What follows belongs to an exercise in optimizing a design on an open flow for small area, a short achievable clock period and few clock cycles per item; a production flow would make more cautious choices. Function was checked by simulation only, so behaviour that the tests miss may differ from the original. The clock port is modelled as an ideal driver, which makes a skipped or thinned clock tree look cheaper than it is; a real chip needs a root buffer or a tree. Power and IR drop assume default switching activity.

build 28:
Design alu_issue_ctrl, start of the top module:
module alu_issue_ctrl #(
  parameter int DATA_W = 32,
  parameter int REG_AW = 4
) (
  input  logic                  clk,
  input  logic                  rst,
  input  logic                  instr_valid,
  input  logic [4+3*REG_AW-1:0] instr,
  output logic                  instr_ready,
  output logic [DATA_W-1:0]     alu_input1,
  output logic [DATA_W-1:0]     alu_input2,
  output logic [3:0]            alu_operation,
  input  logic [DATA_W-1:0]     alu_result,
  output logic                  wb_valid,
  output logic [REG_AW-1:0]     wb_addr,
  output logic [DATA_W-1:0]     wb_data,
  input  logic                  ext_we,
  input  logic [REG_AW-1:0]     ext_addr,
  input  logic [DATA_W-1:0]     ext_wdata,
  output logic                  busy
);
Size in the first run: about 680 flip-flops, ~0.025 sq mm of cells after synthesis.
clock: 6.0 ns
lec_check: 0
cap_margin: 20
core_margin: 2
core_utilization: 62
setup_slack_margin: 4.0
slew_margin: 20
tns_end_percent: 5
standard.sh (not shown) runs the stock make flow with config.mk's settings and CLKGATE_MAP_FILE= SYNTH_SCRIPT=/design/flow/synth_recipe.tcl, a recipe that flattens the netlist after the stock synthesis.
==> flow/flow/run.sh <==
#!/bin/bash
# Standard ORFS layout with three changes:
#  - the port buffers are buf_1 cells (not the delay cells buffer_ports picks
#    by default), and timing repair may change a cell's footprint so those
#    buffers and other cells can be resized freely;
#  - the clock tree is built by flow/manual_cts.tcl (run as the CTS step's
#    pre-hook) as a balanced two-level tree in place of TritonCTS's
#    three-level H-tree.
set -euo pipefail
export PRE_CTS_TCL="$PWD/flow/manual_cts.tcl"
export MCTS_ROOTS=4
export MCTS_LEAF_SIZE=25
export MCTS_COLS=5
bash standard.sh MATCH_CELL_FOOTPRINT=0 "BUFFER_PORTS_ARGS=-buffer_cell sky130_fd_sc_hd__buf_1" finish > standard.log 2>&1
==> flow/flow/manual_cts.tcl <==

set mcts_leaf_size [expr {[info exists ::env(MCTS_LEAF_SIZE)] ? $::env(MCTS_LEAF_SIZE) : 20}]
set mcts_cols      [expr {[info exists ::env(MCTS_COLS)] ? $::env(MCTS_COLS) : 5}]
set mcts_root_cell [expr {[info exists ::env(MCTS_ROOT_CELL)] ? $::env(MCTS_ROOT_CELL) : "sky130_fd_sc_hd__clkbuf_16"}]
set mcts_leaf_cell [expr {[info exists ::env(MCTS_LEAF_CELL)] ? $::env(MCTS_LEAF_CELL) : "sky130_fd_sc_hd__clkbuf_16"}]

set block   [ord::get_db_block]
set db      [ord::get_db]
set clk_net [$block findNet clk]

# Registers that drive an output port only through the port's buffer are
# moved next to that buffer (detailed placement legalizes them afterwards),
# so the register-to-port wire is short.
if { [info exists ::env(MCTS_PULL_OUTPUT_FLOPS)] && $::env(MCTS_PULL_OUTPUT_FLOPS) } {
  set moved 0
  foreach bterm [$block getBTerms] {
    if { [$bterm getIoType] ne "OUTPUT" } { continue }
    set pnet [$bterm getNet]
    if { $pnet eq "NULL" } { continue }
    set drv "NULL"
    foreach it [$pnet getITerms] { if { [$it isOutputSignal] } { set drv $it } }
    if { $drv eq "NULL" } { continue }
    set buf [$drv getInst]
    set ain "NULL"
    foreach it [$buf getITerms] { if { [$it isInputSignal] } { set ain $it } }
    if { $ain eq "NULL" } { continue }
    set qnet [$ain getNet]
    if { $qnet eq "NULL" } { continue }
    set its [$qnet getITerms]
    if { [llength $its] != 2 } { continue }
    set ff "NULL"
    foreach it $its { if { [$it isOutputSignal] } { set ff [$it getInst] } }
    if { $ff eq "NULL" || ![[$ff getMaster] isSequential] } { continue }
    set bb [$buf getBBox]
    $ff setLocation [$bb xMin] [$bb yMin]
    incr moved
  }
  puts "manual CTS: moved $moved output registers next to their port buffers"
}

set sinks {}
foreach it [$clk_net getITerms] {
  set inst [$it getInst]
  set bb [$inst getBBox]
  set x [expr {([$bb xMin] + [$bb xMax]) / 2}]
  set y [expr {([$bb yMin] + [$bb yMax]) / 2}]
  lappend sinks [list $it $x $y]
}
set n [llength $sinks]
set ngroups [expr {int(ceil(double($n) / $mcts_leaf_size))}]
set cols [expr {min($mcts_cols, $ngroups)}]
puts "manual CTS: $n sinks, $ngroups leaf groups in $cols columns"

set sorted [lsort -integer -index 1 $sinks]
set groups {}
set start 0
for {set c 0} {$c < $cols} {incr c} {
  # groups in this column, spread evenly
  set gc [expr {($ngroups * ($c + 1)) / $cols - ($ngroups * $c) / $cols}]
  set cnt [expr {($n * ($c + 1)) / $cols - ($n * $c) / $cols}]
  set col [lsort -integer -index 2 [lrange $sorted $start [expr {$start + $cnt - 1}]]]
  set start [expr {$start + $cnt}]
  set s 0
  for {set g 0} {$g < $gc} {incr g} {
    set k [expr {($cnt * ($g + 1)) / $gc - ($cnt * $g) / $gc}]
    lappend groups [lrange $col $s [expr {$s + $k - 1}]]
    set s [expr {$s + $k}]
  }
}

set root_master [$db findMaster $mcts_root_cell]
set leaf_master [$db findMaster $mcts_leaf_cell]
set nroots [expr {[info exists ::env(MCTS_ROOTS)] ? $::env(MCTS_ROOTS) : 1}]

# Leaf buffers, one per group, at the group's centroid.
set leaves {}
set i 0
foreach grp $groups {
  set gx 0
  set gy 0
  foreach s $grp { incr gx [lindex $s 1]; incr gy [lindex $s 2] }
  set gx [expr {$gx / [llength $grp]}]
  set gy [expr {$gy / [llength $grp]}]
  set leaf [odb::dbInst_create $block $leaf_master "mcts_leaf_$i"]
  set leaf_net [odb::dbNet_create $block "mcts_leaf_net_$i"]
  $leaf_net setSigType CLOCK
  [$leaf findITerm X] connect $leaf_net
  foreach s $grp {
    set it [lindex $s 0]
    $it disconnect
    $it connect $leaf_net
  }
  $leaf setLocation [expr {$gx - [$leaf_master getWidth] / 2}] [expr {$gy - [$leaf_master getHeight] / 2}]
  $leaf setPlacementStatus PLACED
  lappend leaves [list $leaf $gx $gy]
  incr i
}

# Root buffers: the leaves split into nroots groups (1, 2 or 4) by x and y
# median; each root sits at its leaves' centroid and is driven by the clock port.
proc mcts_split { items idx } {
  set s [lsort -integer -index $idx $items]
  set h [expr {[llength $s] / 2}]
  return [list [lrange $s 0 [expr {$h - 1}]] [lrange $s $h end]]
}
if { $nroots == 1 } {
  set rgroups [list $leaves]
} elseif { $nroots == 2 } {
  set rgroups [mcts_split $leaves 1]
} else {
  set rgroups {}
  foreach half [mcts_split $leaves 1] { foreach q [mcts_split $half 2] { lappend rgroups $q } }
}
set r 0
foreach rg $rgroups {
  set root [odb::dbInst_create $block $root_master "mcts_root_$r"]
  set root_net [odb::dbNet_create $block "mcts_root_net_$r"]
  $root_net setSigType CLOCK
  [$root findITerm A] connect $clk_net
  [$root findITerm X] connect $root_net
  set sx 0
  set sy 0
  foreach l $rg {
    [[lindex $l 0] findITerm A] connect $root_net
    incr sx [lindex $l 1]
    incr sy [lindex $l 2]
  }
  set rx [expr {$sx / [llength $rg]}]
  set ry [expr {$sy / [llength $rg]}]
  $root setLocation [expr {$rx - [$root_master getWidth] / 2}] [expr {$ry - [$root_master getHeight] / 2}]
  $root setPlacementStatus PLACED
  incr r
}
puts "manual CTS: [llength $leaves] leaf buffers under $r root buffers"

global_connect
set_propagated_clock [all_clocks]

# TritonCTS is not run: the tree above replaces it.
rename clock_tree_synthesis __tritoncts_clock_tree_synthesis
proc clock_tree_synthesis { args } {
  puts "clock_tree_synthesis skipped: manual two-level clock tree in place"
}
Testbench counts of build 28, summed over its fixed seeds: cycles 8,024, items 8,000.
What build 80 does differently from build 28 at the input level:
Settings: changing CORE_UTILIZATION from 62 to 50.
diff --git a/flow/flow/manual_cts.tcl b/flow/flow/manual_cts.tcl
--- a/flow/flow/manual_cts.tcl
+++ b/flow/flow/manual_cts.tcl
@@ -9,32 +9,2 @@
 set clk_net [$block findNet clk]
-
-# Registers that drive an output port only through the port's buffer are
-# moved next to that buffer (detailed placement legalizes them afterwards),
-# so the register-to-port wire is short.
-if { [info exists ::env(MCTS_PULL_OUTPUT_FLOPS)] && $::env(MCTS_PULL_OUTPUT_FLOPS) } {
-  set moved 0
-  foreach bterm [$block getBTerms] {
-    if { [$bterm getIoType] ne "OUTPUT" } { continue }
-    set pnet [$bterm getNet]
-    if { $pnet eq "NULL" } { continue }
-    set drv "NULL"
-    foreach it [$pnet getITerms] { if { [$it isOutputSignal] } { set drv $it } }
-    if { $drv eq "NULL" } { continue }
-    set buf [$drv getInst]
-    set ain "NULL"
-    foreach it [$buf getITerms] { if { [$it isInputSignal] } { set ain $it } }
-    if { $ain eq "NULL" } { continue }
-    set qnet [$ain getNet]
-    if { $qnet eq "NULL" } { continue }
-    set its [$qnet getITerms]
-    if { [llength $its] != 2 } { continue }
-    set ff "NULL"
-    foreach it $its { if { [$it isOutputSignal] } { set ff [$it getInst] } }
-    if { $ff eq "NULL" || ![[$ff getMaster] isSequential] } { continue }
-    set bb [$buf getBBox]
-    $ff setLocation [$bb xMin] [$bb yMin]
-    incr moved
-  }
-  puts "manual CTS: moved $moved output registers next to their port buffers"
-}
 
### Flow results
Build 80 does worse than build 28 on half-perimeter wire length of the detailed placement result.
The area of the multi-input gates was comparable across build 80 and build 28.
Relative to build 28, global routing usage summed across all routing layers decreased by 6.5 points in build 80.
Diff build 28 -> build 80 | final standard cell area without fillers | up slightly
Delta (build 80 minus build 28): share of post-route cells with drive strength above 1 up 0.51 points, wire length of the first global-routing pass up about 4.5%, utilization moved down.
Clock share of power, build 80 and build 28: smaller value in build 28
Build 80 closes out successfully: all stages finished, all timing, DRC and antenna checks passed.
The flow did not stop early for build 28: all stages ran, and the layout cleared the timing, design-rule and antenna checks.
Build 80 reports a lower initial antenna violation count than build 28 does.
Between build 80 and build 28, the difference in synthesized area is negligible.
--- input diff build 80..build 91 ---
diff --git a/flow/flow/run.sh b/flow/flow/run.sh
--- a/flow/flow/run.sh
+++ b/flow/flow/run.sh
@@ -7,3 +7,4 @@
 #    pre-hook) as a balanced two-level tree in place of TritonCTS's
-#    three-level H-tree.
+#    three-level H-tree; before that, registers that drive an output port
+#    only through its buffer are moved next to the buffer.
 set -euo pipefail
@@ -13,2 +14,3 @@
 export MCTS_COLS=5
+export MCTS_PULL_OUTPUT_FLOPS=1
 bash standard.sh MATCH_CELL_FOOTPRINT=0 "BUFFER_PORTS_ARGS=-buffer_cell sky130_fd_sc_hd__buf_1" finish > standard.log 2>&1
diff --git a/flow/flow/manual_cts.tcl b/flow/flow/manual_cts.tcl
--- a/flow/flow/manual_cts.tcl
+++ b/flow/flow/manual_cts.tcl
@@ -9,2 +9,32 @@
 set clk_net [$block findNet clk]
+
+# Registers that drive an output port only through the port's buffer are
+# moved next to that buffer (detailed placement legalizes them afterwards),
+# so the register-to-port wire is short.
+if { [info exists ::env(MCTS_PULL_OUTPUT_FLOPS)] && $::env(MCTS_PULL_OUTPUT_FLOPS) } {
+  set moved 0
+  foreach bterm [$block getBTerms] {
+    if { [$bterm getIoType] ne "OUTPUT" } { continue }
+    set pnet [$bterm getNet]
+    if { $pnet eq "NULL" } { continue }
+    set drv "NULL"
+    foreach it [$pnet getITerms] { if { [$it isOutputSignal] } { set drv $it } }
+    if { $drv eq "NULL" } { continue }
+    set buf [$drv getInst]
+    set ain "NULL"
+    foreach it [$buf getITerms] { if { [$it isInputSignal] } { set ain $it } }
+    if { $ain eq "NULL" } { continue }
+    set qnet [$ain getNet]
+    if { $qnet eq "NULL" } { continue }
+    set its [$qnet getITerms]
+    if { [llength $its] != 2 } { continue }
+    set ff "NULL"
+    foreach it $its { if { [$it isOutputSignal] } { set ff [$it getInst] } }
+    if { $ff eq "NULL" || ![[$ff getMaster] isSequential] } { continue }
+    set bb [$buf getBBox]
+    $ff setLocation [$bb xMin] [$bb yMin]
+    incr moved
+  }
+  puts "manual CTS: moved $moved output registers next to their port buffers"
+}
 
Notes after the runs:
Comparing build 91 with build 80, the final instance area came out essentially unchanged. Diff build 80..build 91 | overall via count from detail_route | negligible. Build 80 vs build 91, cell at the slowest stage of the critical path: dfxtp_1 vs dfrtp_4. Critical path depth in cells was lower in the run labelled build 80. Higher met2 wire length among build 80 and build 91: build 91.
In every run of this note, the design's own scripts or RTL, not TritonCTS, make the clock network.

-- what the ideal ports hide --
Ports are ideal in the flow. The routed layouts listed here were re-timed in OpenROAD.
Step 1, drivers: a clkbuf_16 drives clk and a buf_2 each remaining input, both assumed.
Step 2, shift: input delay + t, output delay - t, t = (earliest + latest rising clock arrival at the registers) / 2. This alone moves slack from input paths to output paths.
Three values: no drivers, after step 1, after step 2; two values: the first two.
run	t, ns	setup slack, ns	worst setup path after step 2	worst register clock-pin slew, ns	worst data-port slew with drivers (ns)
build 28	0.501	3.786 / 3.656 / 3.632	input to register	0.10 / 0.10	0.04
build 80	0.493	3.861 / 3.742 / 3.655	input to register	0.10 / 0.10	0.04
build 91	0.506	3.855 / 3.763 / 3.469	input to register	0.10 / 0.10	0.04
After both steps setup and hold are still met in every run listed. For build 91, which loses most, drivers alone change the setup slack by -0.092 ns; drivers and shift together by -0.386 ns.
